Context: an optimization exercise on an open-source flow, tuned for small area. The choices shown serve that exercise and are no tape-out recipe.
Function was checked by simulation only, so behaviour that the tests miss may differ from the original.
No activity file was given, so power comes from the tool's default toggle rates.

==> ember <==
## regfile_sb
module regfile_sb
#(
  parameter int unsigned XLEN  = XLEN_DEFAULT,
  parameter int unsigned NREGS = NREGS_DEFAULT,
  parameter int unsigned AW    = $clog2(NREGS)
) (
  input  logic            clk,
  input  logic            reset,
  input  logic [AW-1:0]   rg_rd_addr1,
  input  logic [AW-1:0]   rg_rd_addr2,
  output logic [XLEN-1:0] rg_rd_data1,
  output logic [XLEN-1:0] rg_rd_data2,
  output logic            rg_rd_rdy1,
  output logic            rg_rd_rdy2,
  input  logic            issue_en,
  input  logic [AW-1:0]   issue_addr,
  output logic            issue_ok,
  input  logic            rg_wrt_en,
  input  logic [AW-1:0]   rg_wrt_addr,
  input  logic [XLEN-1:0] rg_wrt_data,
  input  logic            flush,
  output logic            wb_unexp
);
  localparam int unsigned NG = (NREGS - 1) / 3;    
  localparam int unsigned NT = (NREGS + 1) / 3;    
  logic [XLEN-1:0]  mem_q [1:NREGS-1];             
  logic [XLEN-1:0]  mem_d [1:NREGS-1];
  logic [NREGS-1:0] pending_q, pending_d;
  logic             wb_unexp_q;
  logic             we, ie;
  logic [NREGS-1:0] wen, keep, idec, iset, sel1, sel2;
  assign we = rg_wrt_en & ~reset;
  assign ie = issue_en & ~reset;
  always_comb begin
    for (int i = 0; i < int'(NREGS); i++) begin
      wen[i]  = we & (rg_wrt_addr == AW'(i)) & (i != 0);
      keep[i] = ~reset & ~(rg_wrt_en & (rg_wrt_addr == AW'(i)));
      idec[i] = (issue_addr == AW'(i)) & (i != 0);
      iset[i] = ie & idec[i];
      sel1[i] = (rg_rd_addr1 == AW'(i)) & (i != 0);
      sel2[i] = (rg_rd_addr2 == AW'(i)) & (i != 0);
    end
  end
  for (genvar i = 1; i < NREGS; i++) begin : g_reg
    for (genvar b = 0; b < XLEN; b++) begin : g_bit
      regfile_hold u_hold (
        .d (rg_wrt_data[b]), .s (wen[i]), .q (mem_q[i][b]), .sn (keep[i]), .y (mem_d[i][b])
      );
    end
  end
  always_ff @(posedge clk) begin
    for (int i = 1; i < int'(NREGS); i++) mem_q[i] <= mem_d[i];
  end
  for (genvar i = 1; i < NREGS; i++) begin : g_pend
    regfile_scoreboard u_sb (
      .pending_q (pending_q[i]),
      .keep_i    (keep[i]),
      .nflush_i  (~flush),
      .set_i     (iset[i]),
      .pending_d (pending_d[i])
    );
  end
  assign pending_d[0] = 1'b0;
  always_ff @(posedge clk) begin
    pending_q[NREGS-1:1] <= pending_d[NREGS-1:1];
    wb_unexp_q <= |(wen & ~pending_q);
  end
  assign pending_q[0] = 1'b0;
  ...
==> module regfile_scoreboard, before the edit <==
module regfile_scoreboard (
  input  logic pending_q,
  input  logic keep_i,
  input  logic nflush_i,
  input  logic set_i,
  output logic pending_d
);
  assign pending_d = set_i | (pending_q & keep_i & nflush_i);
endmodule
==> module regfile_sb, before the edit <==
module regfile_sb
#(
  parameter int unsigned XLEN  = XLEN_DEFAULT,
  parameter int unsigned NREGS = NREGS_DEFAULT,
  parameter int unsigned AW    = $clog2(NREGS)
) (
  input  logic            clk,
  input  logic            reset,
  input  logic [AW-1:0]   rg_rd_addr1,
  input  logic [AW-1:0]   rg_rd_addr2,
  output logic [XLEN-1:0] rg_rd_data1,
  output logic [XLEN-1:0] rg_rd_data2,
  output logic            rg_rd_rdy1,
  output logic            rg_rd_rdy2,
  input  logic            issue_en,
  input  logic [AW-1:0]   issue_addr,
  output logic            issue_ok,
  input  logic            rg_wrt_en,
  input  logic [AW-1:0]   rg_wrt_addr,
  input  logic [XLEN-1:0] rg_wrt_data,
  input  logic            flush,
  output logic            wb_unexp
);
  localparam int unsigned NG = (NREGS - 1) / 3;    
  localparam int unsigned NT = (NREGS + 1) / 3;    
  logic [XLEN-1:0]  mem_q [1:NREGS-1];             
  logic [XLEN-1:0]  mem_d [1:NREGS-1];
  logic [NREGS-1:0] pending_q, pending_d;
  logic             wb_unexp_q;
  logic             we, ie;
  logic [NREGS-1:0] wen, keep, idec, iset, sel1, sel2;
  assign we = rg_wrt_en & ~reset;
  assign ie = issue_en & ~reset;
  always_comb begin
    for (int i = 0; i < int'(NREGS); i++) begin
      wen[i]  = we & (rg_wrt_addr == AW'(i)) & (i != 0);
      keep[i] = ~reset & ~(rg_wrt_en & (rg_wrt_addr == AW'(i)));
      idec[i] = (issue_addr == AW'(i)) & (i != 0);
      iset[i] = ie & idec[i];
      sel1[i] = (rg_rd_addr1 == AW'(i)) & (i != 0);
      sel2[i] = (rg_rd_addr2 == AW'(i)) & (i != 0);
    end
  end
  for (genvar i = 1; i < NREGS; i++) begin : g_reg
    for (genvar b = 0; b < XLEN; b++) begin : g_bit
      regfile_hold u_hold (
        .d (rg_wrt_data[b]), .s (wen[i]), .q (mem_q[i][b]), .sn (keep[i]), .y (mem_d[i][b])
      );
    end
  end
  always_ff @(posedge clk) begin
    for (int i = 1; i < int'(NREGS); i++) mem_q[i] <= mem_d[i];
  end
  for (genvar i = 1; i < NREGS; i++) begin : g_pend
    regfile_scoreboard u_sb (
      .pending_q (pending_q[i]),
      .keep_i    (keep[i]),
      .nflush_i  (~flush),
      .set_i     (iset[i]),
      .pending_d (pending_d[i])
    );
  end
  assign pending_d[0] = 1'b0;
  always_ff @(posedge clk) begin
    pending_q[NREGS-1:1] <= pending_d[NREGS-1:1];
    wb_unexp_q <= |(wen & ~pending_q);
  end
  assign pending_q[0] = 1'b0;
  logic [XLEN-1:0] t1 [NT];
  logic [XLEN-1:0] t2 [NT];
  for (genvar g = 0; g < NG; g++) begin : g_rdg
    for (genvar b = 0; b < XLEN; b++) begin : g_bit
      regfile_rd3 u_r1 (
        .a0 (mem_q[3*g+1][b]), .s0 (sel1[3*g+1]),
        .a1 (mem_q[3*g+2][b]), .s1 (sel1[3*g+2]),
        .a2 (mem_q[3*g+3][b]), .s2 (sel1[3*g+3]),
        .yn (t1[g][b])
      );
      regfile_rd3 u_r2 (
        .a0 (mem_q[3*g+1][b]), .s0 (sel2[3*g+1]),
        .a1 (mem_q[3*g+2][b]), .s1 (sel2[3*g+2]),
        .a2 (mem_q[3*g+3][b]), .s2 (sel2[3*g+3]),
        .yn (t2[g][b])
      );
    end
  end
  for (genvar g = NG; g < NT; g++) begin : g_rdl
    assign t1[g] = ~(mem_q[3*NG+1+g-NG] & {XLEN{sel1[3*NG+1+g-NG]}});
    assign t2[g] = ~(mem_q[3*NG+1+g-NG] & {XLEN{sel2[3*NG+1+g-NG]}});
  end
  always_comb begin
    rg_rd_data1 = '0;
    rg_rd_data2 = '0;
    for (int g = 0; g < int'(NT); g++) begin
      rg_rd_data1 = rg_rd_data1 | ~t1[g];
      rg_rd_data2 = rg_rd_data2 | ~t2[g];
    end
  end
  assign rg_rd_rdy1 = ~|(sel1 & pending_q);
  assign rg_rd_rdy2 = ~|(sel2 & pending_q);
  assign issue_ok   = ~|(idec & pending_q);
  assign wb_unexp   = wb_unexp_q;
endmodule
export LEC_CHECK = 0
export CAP_MARGIN = 20
export CORE_MARGIN = 2
export CORE_UTILIZATION = 40
export SETUP_SLACK_MARGIN = 0.3
export SLEW_MARGIN = 20
export SYNTH_HIERARCHICAL = 1
create_clock -name core_clock -period 5.5 [get_ports {clk}]
standard.sh (not shown) runs the stock make flow with config.mk's settings and CLKGATE_MAP_FILE= SYNTH_SCRIPT=/design/flow/synth_recipe.tcl, a recipe that flattens the netlist after the stock synthesis.
==> flow/flow/run.sh <==
#!/bin/bash
# Standard ORFS layout (the standard.sh, unchanged synthesis) with two changes:
#  - port buffers are buf_1 cells instead of the default delay-buffer cells;
#  - the clock tree clusters up to 25 flip-flops per leaf buffer and inserts no
#    dummy loads.
# Each stage's output goes to its own log file in the work folder.
set -euo pipefail
export BUFFER_PORTS_ARGS="-buffer_cell sky130_fd_sc_hd__buf_1"
export CTS_ARGS="-sink_clustering_enable -repair_clock_nets -dont_use_dummy_load -sink_clustering_size 25 -sink_clustering_max_diameter 100 -buf_list {sky130_fd_sc_hd__clkbuf_8 sky130_fd_sc_hd__clkbuf_16}"
bash standard.sh synth > synth.log 2>&1
bash standard.sh floorplan > floorplan.log 2>&1
bash standard.sh place > place.log 2>&1
bash standard.sh cts > cts.log 2>&1
bash standard.sh finish > finish.log 2>&1
==> inputs of amber, as changes to ember <==
--- a/flow/design.v
+++ b/flow/design.v
@@ -26,9 +26,10 @@
 module regfile_scoreboard (
+  input  logic reset_i,
   input  logic pending_q,
-  input  logic keep_i,
-  input  logic nflush_i,
-  input  logic set_i,
+  input  logic wrt_sel_i,
+  input  logic flush_i,
+  input  logic issue_sel_i,
   output logic pending_d
 );
-  assign pending_d = set_i | (pending_q & keep_i & nflush_i);
+  assign pending_d = ~reset_i & (issue_sel_i | (pending_q & ~wrt_sel_i & ~flush_i));
 endmodule
@@ -64,16 +65,16 @@
   logic             wb_unexp_q;
-  logic             we, ie;
-  logic [NREGS-1:0] wen, keep, idec, iset, sel1, sel2;
-  assign we = rg_wrt_en & ~reset;
-  assign ie = issue_en & ~reset;
+  logic [XLEN-1:0]  wdat;
+  logic [NREGS-1:0] wsel, wen, wenn, idec, isel, sel1, sel2;
   always_comb begin
     for (int i = 0; i < int'(NREGS); i++) begin
-      wen[i]  = we & (rg_wrt_addr == AW'(i)) & (i != 0);
-      keep[i] = ~reset & ~(rg_wrt_en & (rg_wrt_addr == AW'(i)));
+      wsel[i] = rg_wrt_en & (rg_wrt_addr == AW'(i)) & (i != 0);
       idec[i] = (issue_addr == AW'(i)) & (i != 0);
-      iset[i] = ie & idec[i];
+      isel[i] = issue_en & idec[i];
       sel1[i] = (rg_rd_addr1 == AW'(i)) & (i != 0);
       sel2[i] = (rg_rd_addr2 == AW'(i)) & (i != 0);
+      wen[i]  = reset | wsel[i];
+      wenn[i] = ~wen[i];
     end
   end
+  assign wdat = rg_wrt_data & {XLEN{~reset}};
   for (genvar i = 1; i < NREGS; i++) begin : g_reg
@@ -81,3 +82,3 @@
       regfile_hold u_hold (
-        .d (rg_wrt_data[b]), .s (wen[i]), .q (mem_q[i][b]), .sn (keep[i]), .y (mem_d[i][b])
+        .d (wdat[b]), .s (wen[i]), .q (mem_q[i][b]), .sn (wenn[i]), .y (mem_d[i][b])
       );
@@ -90,7 +91,8 @@
     regfile_scoreboard u_sb (
-      .pending_q (pending_q[i]),
-      .keep_i    (keep[i]),
-      .nflush_i  (~flush),
-      .set_i     (iset[i]),
-      .pending_d (pending_d[i])
+      .reset_i     (reset),
+      .pending_q   (pending_q[i]),
+      .wrt_sel_i   (wsel[i]),
+      .flush_i     (flush),
+      .issue_sel_i (isel[i]),
+      .pending_d   (pending_d[i])
     );
@@ -100,3 +102,3 @@
     pending_q[NREGS-1:1] <= pending_d[NREGS-1:1];
-    wb_unexp_q <= |(wen & ~pending_q);
+    wb_unexp_q <= ~reset & |(wsel & ~pending_q);
   end
==> flow/flow/run.sh (replaced) <==
#!/bin/bash
# Standard ORFS layout, with small port buffers and a leaner clock tree.
# Each tool's output goes to its own log file in the work folder.
set -euo pipefail
export BUFFER_PORTS_ARGS="-buffer_cell sky130_fd_sc_hd__buf_1"
export CTS_ARGS="-sink_clustering_enable -repair_clock_nets -dont_use_dummy_load -root_buf sky130_fd_sc_hd__clkbuf_16 -buf_list {sky130_fd_sc_hd__clkbuf_4 sky130_fd_sc_hd__clkbuf_8}"
bash standard.sh synth > synth.log 2>&1
bash standard.sh floorplan > floorplan.log 2>&1
bash standard.sh place > place.log 2>&1
bash standard.sh cts > cts.log 2>&1
bash standard.sh finish > finish.log 2>&1
--- a/flow/config.mk
+++ b/flow/config.mk
@@ -10,3 +10,2 @@
 export CORE_UTILIZATION = 40
-export SETUP_SLACK_MARGIN = 0.3
 export SLEW_MARGIN = 20
==> inputs of pepper, as changes to ember <==
--- a/flow/config.mk
+++ b/flow/config.mk
@@ -10,3 +10,3 @@
 export CORE_UTILIZATION = 40
-export SETUP_SLACK_MARGIN = 0.3
+export SETUP_SLACK_MARGIN = 0.2
 export SLEW_MARGIN = 20
==> run summary <==
share of cells above drive strength 1 11.1%; mux share of post-synthesis cell area 0.553%; Final Net Count ~3800; sequential power 7520 uW; hold path endpoint mem_q[16][14]; GRT met1 Usage 49.5%; core area 100000 sq um; largest net degree at the start of global routing 34; status complete, no violations; CTS HTree Levels 2; non-clk buf share 4.79%; internal power 9210 uW; Fmax 191 MHz; gr usage total 37.7%; post-route cell area between 40000 and 50000 sq um; area of the multi-input gates 20500 sq um; list of most frequent post-synthesis cells dfxtp_1, a22o_1, a222oi_1, nor2_1, nand4_1
the above is filed under ember

==> run summary <==
status complete, no violations; hold path endpoint mem_q[16][14]; Final Net Count 3792; max FFs per register a little under 1000; total power 12500 uW; area of the multi-input gates slightly above 20000 sq um; Fmax 187 MHz; GRT met1 Usage roughly half; core area 100000 sq um; mux share of post-synthesis cell area 0.553%; largest net degree at the start of global routing 34; share of cells above drive strength 1 approximately 11%; internal power 9210 uW; sequential power 7520 uW; WHS 504 ps; io pins 125; gr usage total 37.7%; non-clk buf share under 10%
the above is filed under pepper

==> run summary <==
largest net degree at the start of global routing 52; Final Net Count 4011; sequential power 8560 uW; hold path endpoint mem_q[28][6]; post-route cell area 47200 sq um; core area 101000 sq um; non-clk buf share 4.41%; area of the multi-input gates 20300 sq um; internal power 11500 uW; list of most frequent post-synthesis cells dfxtp_1, a22o_1, a222oi_1, nand4_1, nor2_1; status complete, no violations; Fmax roughly 190 MHz; GRT met1 Usage 46.6%
the above is filed under amber

-- port drivers added, routing unchanged --
How much do the figures lean on ideal ports? The routed layouts below were timed once more, with nothing changed but the port constraints. Step 1 sets driving cells, clkbuf_16 on the clock port and buf_2 on the other inputs (assumed; they add their load-dependent delay and slew). Step 2 times the ports against the registers' clock, not the clock port: input delays grow and output delays shrink by t, the midpoint of the rising clock arrivals with the driver on. a / b / c = no drivers / after step 1 / after step 2; a / b = the first two.
| run | t (ns) | setup slack, ns | worst setup path at the end | clock arrival spread, ns |
|---|---|---|---|---|
| ember | 0.694 | 0.258 / 0.177 / 0.177 | input to output | 0.077 / 0.078 |
| amber | 0.765 | 0.102 / 0.072 / 0.072 | input to output | 0.113 / 0.113 |
| pepper | 0.694 | 0.159 / 0.095 / 0.095 | input to output | 0.078 / 0.077 |
After both steps setup and hold are still met in every run listed. For ember, which loses most, drivers alone change the setup slack by -0.081 ns; drivers and shift together by -0.081 ns.
